Background: an optimization exercise with open tools, aiming at small area and a short achievable clock period. Do not read the settings as production practice. Only simulation tests tie the RTL to the original design; equivalence was not proved. No activity file was given, so power comes from the tool's default toggle rates.

File: flow/design.v
package coreriscv_axi4_tl_pkg;
  localparam int HDR_W = 2;
  localparam int ADDR_BLOCK_W = 26;
  localparam int XACT_ID_W = 1;
  localparam int ADDR_BEAT_W = 3;
  localparam int BUILTIN_W = 1;
  localparam int A_TYPE_W = 3;
  localparam int UNION_W = 12;
  localparam int DATA_W = 64;
  localparam logic [A_TYPE_W-1:0] ACQ_PUT_BLOCK = 3'h3;
  localparam int BEATS_PER_BLOCK = 8;
  localparam int BEAT_W = 2 * HDR_W + ADDR_BLOCK_W + XACT_ID_W + ADDR_BEAT_W
                        + BUILTIN_W + A_TYPE_W + UNION_W + DATA_W;
endpackage
module coreriscv_axi4_acquire_fifo_ram #(
  parameter int DEPTH = 15,
  parameter int W = coreriscv_axi4_tl_pkg::BEAT_W
) (
  input  logic clk,
  input  logic [DEPTH-1:0] we_i,
  input  logic [W-1:0] wdata_i,
  input  logic [DEPTH-1:0] rsel_i,
  output logic [W-1:0] rdata_o
);
  logic [W-1:0] mem [DEPTH];
  for (genvar i = 0; i < DEPTH; i++) begin : g_row
    always_ff @(posedge clk) if (we_i[i]) mem[i] <= wdata_i;
  end
  always_comb begin
    rdata_o = '0;
    for (int i = 0; i < DEPTH; i++)
      rdata_o = rdata_o | (mem[i] & {W{rsel_i[i]}});
  end
endmodule
module coreriscv_axi4_acquire_saf_queue
#(
  parameter int DEPTH = 16,
  parameter int CNT_W = $clog2(DEPTH) + 1
) (
  input  logic clk,
  input  logic reset,
  output logic io_in_ready,
  input  logic io_in_valid,
  input  logic [1:0] io_in_bits_header_src,
  input  logic [1:0] io_in_bits_header_dst,
  input  logic [25:0] io_in_bits_payload_addr_block,
  input  logic [0:0] io_in_bits_payload_client_xact_id,
  input  logic [2:0] io_in_bits_payload_addr_beat,
  input  logic [0:0] io_in_bits_payload_is_builtin_type,
  input  logic [2:0] io_in_bits_payload_a_type,
  input  logic [11:0] io_in_bits_payload_union,
  input  logic [63:0] io_in_bits_payload_data,
  input  logic io_out_ready,
  output logic io_out_valid,
  output logic [1:0] io_out_bits_header_src,
  output logic [1:0] io_out_bits_header_dst,
  output logic [25:0] io_out_bits_payload_addr_block,
  output logic [0:0] io_out_bits_payload_client_xact_id,
  output logic [2:0] io_out_bits_payload_addr_beat,
  output logic [0:0] io_out_bits_payload_is_builtin_type,
  output logic [2:0] io_out_bits_payload_a_type,
  output logic [11:0] io_out_bits_payload_union,
  output logic [63:0] io_out_bits_payload_data,
  output logic [CNT_W-1:0] io_count,
  output logic [CNT_W-1:0] io_msgs
);
  localparam int RING = DEPTH - 1;
  localparam int W = coreriscv_axi4_tl_pkg::BEAT_W;
  localparam logic [2:0] LAST_BEAT = 3'(coreriscv_axi4_tl_pkg::BEATS_PER_BLOCK - 1);
  if (DEPTH < 8 || (DEPTH & (DEPTH - 1)) != 0) begin : g_bad_depth
    $error("DEPTH must be a power of 2 and at least 8");
  end
  logic [RING-1:0] wr_oh, wr_oh_d, rd_oh_q, rd_oh_d, we_q, we_d;
  logic [CNT_W-1:0] count_q, count_d, msgs_q, msgs_d;
  logic [2:0] in_beat_q, in_beat_d, out_beat_q, out_beat_d;
  logic full_q, full_d, in_ready_q, out_valid_q, out_valid_d;
  logic empty_q, empty_d, one_q, one_d;
  logic enq, deq, in_multi, out_multi, in_last, out_last, msg_in, msg_out;
  logic wr_adv, rd_adv, cnt_nz, msg_nz;
  logic [W-1:0] in_w, head_q, head_d, ring_w;
  logic [CNT_W-1:0] count_inc, count_dec, msgs_inc, msgs_dec;
  function automatic logic [CNT_W-1:0] incr(input logic [CNT_W-1:0] v);
    logic c;
    c = 1'b1;
    for (int i = 0; i < CNT_W; i++) begin
      incr[i] = v[i] ^ c;
      c = c & v[i];
    end
  endfunction
  function automatic logic [CNT_W-1:0] decr(input logic [CNT_W-1:0] v);
    logic b;
    b = 1'b1;
    for (int i = 0; i < CNT_W; i++) begin
      decr[i] = v[i] ^ b;
      b = b & !v[i];
    end
  endfunction
  assign in_w = {
    io_in_bits_header_src,
    io_in_bits_header_dst,
    io_in_bits_payload_addr_block,
    io_in_bits_payload_client_xact_id,
    io_in_bits_payload_addr_beat,
    io_in_bits_payload_is_builtin_type,
    io_in_bits_payload_a_type,
    io_in_bits_payload_union,
    io_in_bits_payload_data
  };
  always_comb begin
    enq = io_in_valid && in_ready_q;
    deq = io_out_ready && out_valid_q;
    in_multi = in_w[79] && in_w[78:76] == coreriscv_axi4_tl_pkg::ACQ_PUT_BLOCK;
    out_multi = head_q[79] && head_q[78:76] == coreriscv_axi4_tl_pkg::ACQ_PUT_BLOCK;
    in_last = !in_multi || in_beat_q == LAST_BEAT;
    out_last = !out_multi || out_beat_q == LAST_BEAT;
    msg_in = enq && in_last;
    msg_out = deq && out_last;
    wr_adv = enq && !empty_q && !(deq && one_q);
    rd_adv = deq && !one_q;
    wr_oh = in_ready_q ? we_q : rd_oh_q;
    wr_oh_d = wr_adv ? {wr_oh[RING-2:0], wr_oh[RING-1]} : wr_oh;
    rd_oh_d = rd_adv ? {rd_oh_q[RING-2:0], rd_oh_q[RING-1]} : rd_oh_q;
    count_inc = incr(count_q);
    count_dec = decr(count_q);
    msgs_inc = incr(msgs_q);
    msgs_dec = decr(msgs_q);
    head_d = (ring_w & {W{deq && !one_q}})
           | (in_w & {W{empty_q || (deq && one_q)}})
           | (head_q & {W{!deq && !empty_q}});
    in_beat_d = enq && in_multi ? (in_last ? 3'd0 : in_beat_q + 3'd1) : in_beat_q;
    out_beat_d = deq && out_multi ? (out_last ? 3'd0 : out_beat_q + 3'd1) : out_beat_q;
    case ({enq, deq})
      2'b10: begin
        count_d = count_inc;
        full_d = count_q == CNT_W'(DEPTH - 1);
        cnt_nz = 1'b1;
        empty_d = 1'b0;
        one_d = empty_q;
      end
      2'b01: begin
        count_d = count_dec;
        full_d = 1'b0;
        cnt_nz = !one_q;
        empty_d = one_q;
        one_d = count_q == CNT_W'(2);
      end
      default: begin
        count_d = count_q;
        full_d = !in_ready_q;
        cnt_nz = !empty_q;
        empty_d = empty_q;
        one_d = one_q;
      end
    endcase
    case ({msg_in, msg_out})
      2'b10: begin
        msgs_d = msgs_inc;
        msg_nz = 1'b1;
      end
      2'b01: begin
        msgs_d = msgs_dec;
        msg_nz = msgs_q != CNT_W'(1);
      end
      default: begin
        msgs_d = msgs_q;
        msg_nz = msgs_q != '0;
      end
    endcase
    out_valid_d = cnt_nz && msg_nz;
    we_d = wr_oh_d & {RING{!full_d}};
  end
  always_ff @(posedge clk or posedge reset) begin
    if (reset) begin
      rd_oh_q <= RING'(1);
      count_q <= '0;
      msgs_q <= '0;
      in_beat_q <= '0;
      out_beat_q <= '0;
      full_q <= 1'b0;
      in_ready_q <= 1'b1;
      we_q <= RING'(1);
      out_valid_q <= 1'b0;
      empty_q <= 1'b1;
      one_q <= 1'b0;
    end else begin
      rd_oh_q <= rd_oh_d;
      count_q <= count_d;
      msgs_q <= msgs_d;
      in_beat_q <= in_beat_d;
      out_beat_q <= out_beat_d;
      full_q <= full_d;
      in_ready_q <= !full_d;
      we_q <= we_d;
      out_valid_q <= out_valid_d;
      empty_q <= empty_d;
      one_q <= one_d;
    end
  end
  always_ff @(posedge clk) head_q <= head_d;
  coreriscv_axi4_acquire_fifo_ram #(.DEPTH(RING)) u_ram (
    .clk(clk),
    .we_i(we_q),
    .wdata_i(in_w),
    .rsel_i(rd_oh_q),
    .rdata_o(ring_w)
  );
  assign io_in_ready = !full_q;
  assign io_out_valid = out_valid_q;
  assign io_out_bits_header_src = head_q[113:112];
  assign io_out_bits_header_dst = head_q[111:110];
  assign io_out_bits_payload_addr_block = head_q[109:84];
  assign io_out_bits_payload_client_xact_id = head_q[83];
  assign io_out_bits_payload_addr_beat = head_q[82:80];
  assign io_out_bits_payload_is_builtin_type = head_q[79];
  assign io_out_bits_payload_a_type = head_q[78:76];
  assign io_out_bits_payload_union = head_q[75:64];
  assign io_out_bits_payload_data = head_q[63:0];
  assign io_count = count_q;
  assign io_msgs = msgs_q;
endmodule
File: flow/run.sh
#!/bin/bash
# synth_recipe.tcl (not shown) runs the flow's synth.tcl, then flattens the netlist and writes it again
# the make line also repeats each setting of config.mk as NAME=value (left out here)
make -C /OpenROAD-flow-scripts/flow DESIGN_CONFIG=/design/flow/config.mk WORK_HOME=/design/flow/orfs CLKGATE_MAP_FILE= SYNTH_SCRIPT=/design/flow/synth_recipe.tcl finish
File: flow/config.mk
export PLATFORM = sky130hd
export DESIGN_NAME = coreriscv_axi4_acquire_saf_queue
export DESIGN_NICKNAME = coreriscv_axi4_acquire_saf_queue
export VERILOG_FILES = /design/flow/design.v
export SDC_FILE = /design/flow/constraint.sdc
export NUM_CORES = 4
export LEC_CHECK = 0
export CAP_MARGIN = 20
export CORE_MARGIN = 2
export CORE_UTILIZATION = 60
export CTS_CLUSTER_DIAMETER = 250
export CTS_CLUSTER_SIZE = 25
export SETUP_SLACK_MARGIN = 2.8
export SLEW_MARGIN = 20
File: flow/constraint.sdc
create_clock -name core_clock -period 5.0 [get_ports {clk}]
set_input_delay 1.0000 -clock core_clock [delete_from_list [all_inputs] [get_ports {clk}]]
set_output_delay 1.0000 -clock core_clock [all_outputs]
set_load 0.01 [all_outputs]
==> summary.txt <==
====================================================================================================
Number of nets at the end of the flow .................................................         3981
Slowest cell on the critical path ..................................................... sky130_fd_sc_hd__dfrtp_2
Drt via density .......................................................................        7.109
TritonCTS clock tree ..................................................................        built
Sequential cell fraction of total power ...............................................        63.9%
Peak per-stage delay on the critical path .............................................      0.45 ns
Largest net degree at the start of global routing .....................................          115
Area fraction in compound gates after synthesis .......................................       11.93%
Via count of the first global-routing pass ............................................       37.28k
Total power after layout ..............................................................    0.04116 W
Count of yosys warnings during synthesis ..............................................            3
Crit path cell chain ..................................................................        buf_6
TritonCTS Buffers .....................................................................           84
HPWL after detailed placement .........................................................     82560 µm
Core Region ...........................................................................   0.1104 mm²
Data required, critical path ..........................................................      4.00 ns
Antenna violations before repair ......................................................           17
Unrepaired setup endpoints after global routing .......................................         true
First-pass iteration count of the detailed router .....................................            6
Combinational cell fraction of total power ............................................        16.9%
Number of DRC violations after detailed routing .......................................            0
Max-slew violations ...................................................................            0
Finished layout cell area .............................................................  0.07430 mm²
Area of the die .......................................................................   0.1137 mm²
Num rows ..............................................................................          122
Violation count after the first detailed-routing iteration ............................         5968
Min-Delay Startpoint .................................................................. head_q[43]$_DFF_P_
Global-route wire length before repair ................................................    270300 µm
RD Place Congestion ...................................................................       0.7642
Final critical-path setup slack .......................................................     2.731 ns
Setup TNS .............................................................................         0 ns
Number of port buffers ................................................................          243
Adder-Cell Fraction of Synth Area .....................................................      0.1503%
EDFF count, synth .....................................................................         1710
R2r setup slk .........................................................................      2.79 ns
Power per cell area ................................................................... 554.0 mW/mm²
Dominant synthesized flop cell ........................................................ sky130_fd_sc_hd__edfxtp_1
Capturing element type of the critical path ........................................... primary output
Final-report hold violation count .....................................................            0
Number of maximum-capacitance violations ..............................................            0
Top delay family on crit path .........................................................   flip-flops
Number of buffers on the longest clock path ...........................................            3
H-Tree Level Count ....................................................................            3
Final worst path period need ..........................................................     2.269 ns
Number of standard cells after synthesis ..............................................         3648
Num Clock Sinks .......................................................................         1875
CP Max Fanout .........................................................................            2
Top area cells in the synthesized netlist ............................................. sky130_fd_sc_hd__edfxtp_1 77%, sky130_fd_sc_hd__a22oi_1 9.0%, sky130_fd_sc_hd__dfxtp_1 3.4%
Syn_nets ..............................................................................         3774
Launching point of the worst reg2reg path ............................................. we_q[0]$_DFF_PP1_
Arrival time of the worst setup path ..................................................      1.27 ns
Global router's overall resource usage ................................................       33.68%
Share of the synthesized netlist area taken by xor and xnor gates .....................      0.1446%
Remaining antenna violation count after routing .......................................            0
Net switching power figure ............................................................    0.01247 W
Layout overhead on the synthesized area ...............................................       11.53%
Top-area cell type share of the netlist area ..........................................       77.08%
Combinational family with the most area after synthesis ............................... compound AO/OA/AOI/OAI gates
Initial core utilization ..............................................................       60.36%
Share of final-layout standard cells stronger than drive strength 1 ...................       13.66%
Pre-CTS WS ............................................................................     1.461 ns
Switching fraction of total power .....................................................       30.30%
Fraction of the cycle the final worst path needs ......................................       45.38%
Area fraction in and, or, nand and nor cells after synthesis ..........................       3.063%
Placed Area ...........................................................................  0.07081 mm²
Remaining global-route overflow .......................................................            0
Die height ............................................................................     337.2 µm
Total I/O pin count ...................................................................          244
Worst min-delay path category ......................................................... register to register
Width of the chip .....................................................................     337.2 µm
Via count .............................................................................       38.53k
Start point of the critical path ...................................................... count_q[4]$_DFFE_PP0N_
Synthesis-stage register bit count ....................................................         1875
Summed instance area of the synthesized netlist .......................................  0.06662 mm²
Async set or reset register ratio after synthesis .....................................       2.720%
Post-detailed-route wirelength per cell ...............................................     36.03 µm
Leakage ...............................................................................     24.20 nW
Post-Route Skew .......................................................................   0.02052 ns
Maximum operating frequency ...........................................................    440.7 MHz
Detailed-route wire length ............................................................    195300 µm
Remaining max-slew budget at the tightest pin .........................................       25.04%
Later-pin clock latency in the skew report ............................................      0.70 ns
Sequential element share of the synthesized area ......................................       82.43%
Int Pwr ...............................................................................    0.02869 W
Clk pwr share .........................................................................        19.2%
Worst Tran Pin Value ..................................................................     1.124 ns
Total setup violations reported at the end of the flow ................................            0
Clock Root Buffer ..................................................................... sky130_fd_sc_hd__clkbuf_16
CP Class .............................................................................. register to primary output
Status ................................................................................  timing/DRC/antenna clean
Final-layout worst hold slack .........................................................    0.4749 ns
Distinct cell type count of the synthesized netlist ...................................           48
Mux cell area share after synthesis ...................................................      0.5747%
Worst path buffer plus inverter count .................................................            1
Average size of a mapped cell .........................................................    18.26 µm²
Startpoint types ......................................................................     register
VDD IR max ............................................................................  0.0004970 V
Clock-pin slew reported for the worst setup and hold paths after clock tree synthesis .      0.10 ns
Library cell occupying the most area in the post-synthesis netlist .................... sky130_fd_sc_hd__edfxtp_1
====================================================================================================
## kinds of logic after synthesis
| kind of cell | Yosys count |
|---|---|
| AO/OA/AOI/OAI | 1063 |
| XOR/XNOR | 11 |
| adder cells (fa/ha/maj) | 8 |
| buffers and inverters | 256 |
| flip-flops | 1875 |
| multiplexers | 33 |
| AND/OR/NAND/NOR | 402 |
## layout make-up
| class | count | area (µm²) |
|---|---|---|
| flip-flops and latches | 1875 | 55250 |
| fillers | 7184 | 36060 |
| multi-input cells | 1517 | 10670 |
| repair buffers | 365 | 4008 |
| clock buffers | 153 | 2425 |
| well taps | 1488 | 1862 |
| inverters | 12 | 56.30 |
| diodes | 9 | 22.52 |
| clock inverters | 1 | 8.758 |
## layer usage
metal  global-route usage [%]  share of wire [%]
met5                        0              0.056
met4                    9.033                2.4
met1                    48.13                 38
met2                    55.00                 49
met3                    5.082                 11
## power by group through the flow
stage | clock (W) | combinational [W] | sequential, W
floorplan | 0 | 0.00119 | 0.0269
global placement | 0 | 0.00664 | 0.0261
detailed placement | 0 | 0.00668 | 0.0264
CTS | 0.00798 | 0.00689 | 0.0262
global route | 0.00851 | 0.00727 | 0.0266
finish | 0.00791 | 0.00697 | 0.0263
## placed cells by master (no fill, tap or decap), types with 12 or more instances in the layout
cell,count
sky130_fd_sc_hd__edfxtp_1,1710
sky130_fd_sc_hd__a22oi_1,798
sky130_fd_sc_hd__nor2_1,131
sky130_fd_sc_hd__o21ai_0,121
sky130_fd_sc_hd__nand4_1,115
sky130_fd_sc_hd__nand3_1,115
sky130_fd_sc_hd__a222oi_1,114
sky130_fd_sc_hd__clkdlybuf4s50_1,111
sky130_fd_sc_hd__buf_6,100
sky130_fd_sc_hd__clkbuf_16,88
sky130_fd_sc_hd__dfxtp_2,87
sky130_fd_sc_hd__buf_4,69
sky130_fd_sc_hd__clkbuf_1,66
sky130_fd_sc_hd__buf_12,44
sky130_fd_sc_hd__buf_2,32
sky130_fd_sc_hd__dfrtp_4,28
sky130_fd_sc_hd__dfxtp_4,27
sky130_fd_sc_hd__mux2_2,18
sky130_fd_sc_hd__nand2_1,12
sky130_fd_sc_hd__dfrtp_1,12
## Yosys cell counts (all sizes together), types with 4 or more instances
library cell,count
edfxtp,1710
a22oi,798
clkbuf,141
nor2,133
o21ai,123
nand3,115
nand4,115
a222oi,114
dfxtp,114
buf,103
dfrtp,47
mux2,24
nand2,15
inv,12
a21oi,10
mux2i,9
a211oi,8
ha,8
or3,8
nand3b,6
xor2,6
xnor2,5
dfstp,4
## worst paths after layout
kind | endpoint | cells past startpoint
hold reg to reg | head_q[43]$_DFF_P_ | 2
max in group asynchronous | rd_oh_q[5]$_DFFE_PP0P_ | 3
hold / removal | head_q[43]$_DFF_P_ | 2
setup / recovery | io_count[4] | 1
min in group asynchronous | msgs_q[4]$_DFFE_PP0N_ | 3
setup reg to reg | u_ram.mem[0][17]$_DFFE_PP_ | 1
## tightest hold or removal path, stage by stage, from the launching register on
cell,delay [ns]
sky130_fd_sc_hd__dfxtp_2,0.34
sky130_fd_sc_hd__a22oi_1,0.05
sky130_fd_sc_hd__o21ai_0,0.06
## through the flow
step	utilization, %	cells
global placement	64.16	5190
floorplan	-	3648
CTS	67.05	5390
global route	67.32	5417
detailed placement	64.16	5190
finish	67.32	5420
## state kept, by name (all words and copies together), names as in the netlist
register and count:
one_q 1, head_q 114, full_q 1, out_beat_q 3
msgs_q 5, rd_oh_q 15, out_valid_q 1, u_ram.mem 1710
in_ready_q 1, empty_q 1, count_q 5, we_q 15
in_beat_q 3
## what timing repair did
action                                 CTS  global route
gates resized for setup                787            20
hold buffers                             0             0
setup buffers                           46            20
gates cloned                             0             1
pin swaps                                2             1
setup endpoints to repair              277            74
endpoints found under the hold margin    0             0

## re-timing with driven ports
The flow's constraints put no driver on any port. The routed layout listed below was extracted and timed again, unchanged, in two steps.
Step 1: set_driving_cell puts a clkbuf_16 on clk and a buf_2 on each other input, an assumption about the parent block.
Step 2, shift: input delay + t, output delay - t, t = (earliest + latest rising clock arrival at the registers) / 2. This alone moves slack from input paths to output paths.
Slacks: no drivers / after step 1 / after step 2; pairs: no drivers / after step 1.
t, ns: 0.770
setup WS [ns]: 2.731 / 2.650 / 2.215
cell pins on the clock port's net: 1
After both steps setup and hold are still met in this run. For this run, drivers alone change the setup slack by -0.081 ns; drivers and shift together by -0.516 ns.
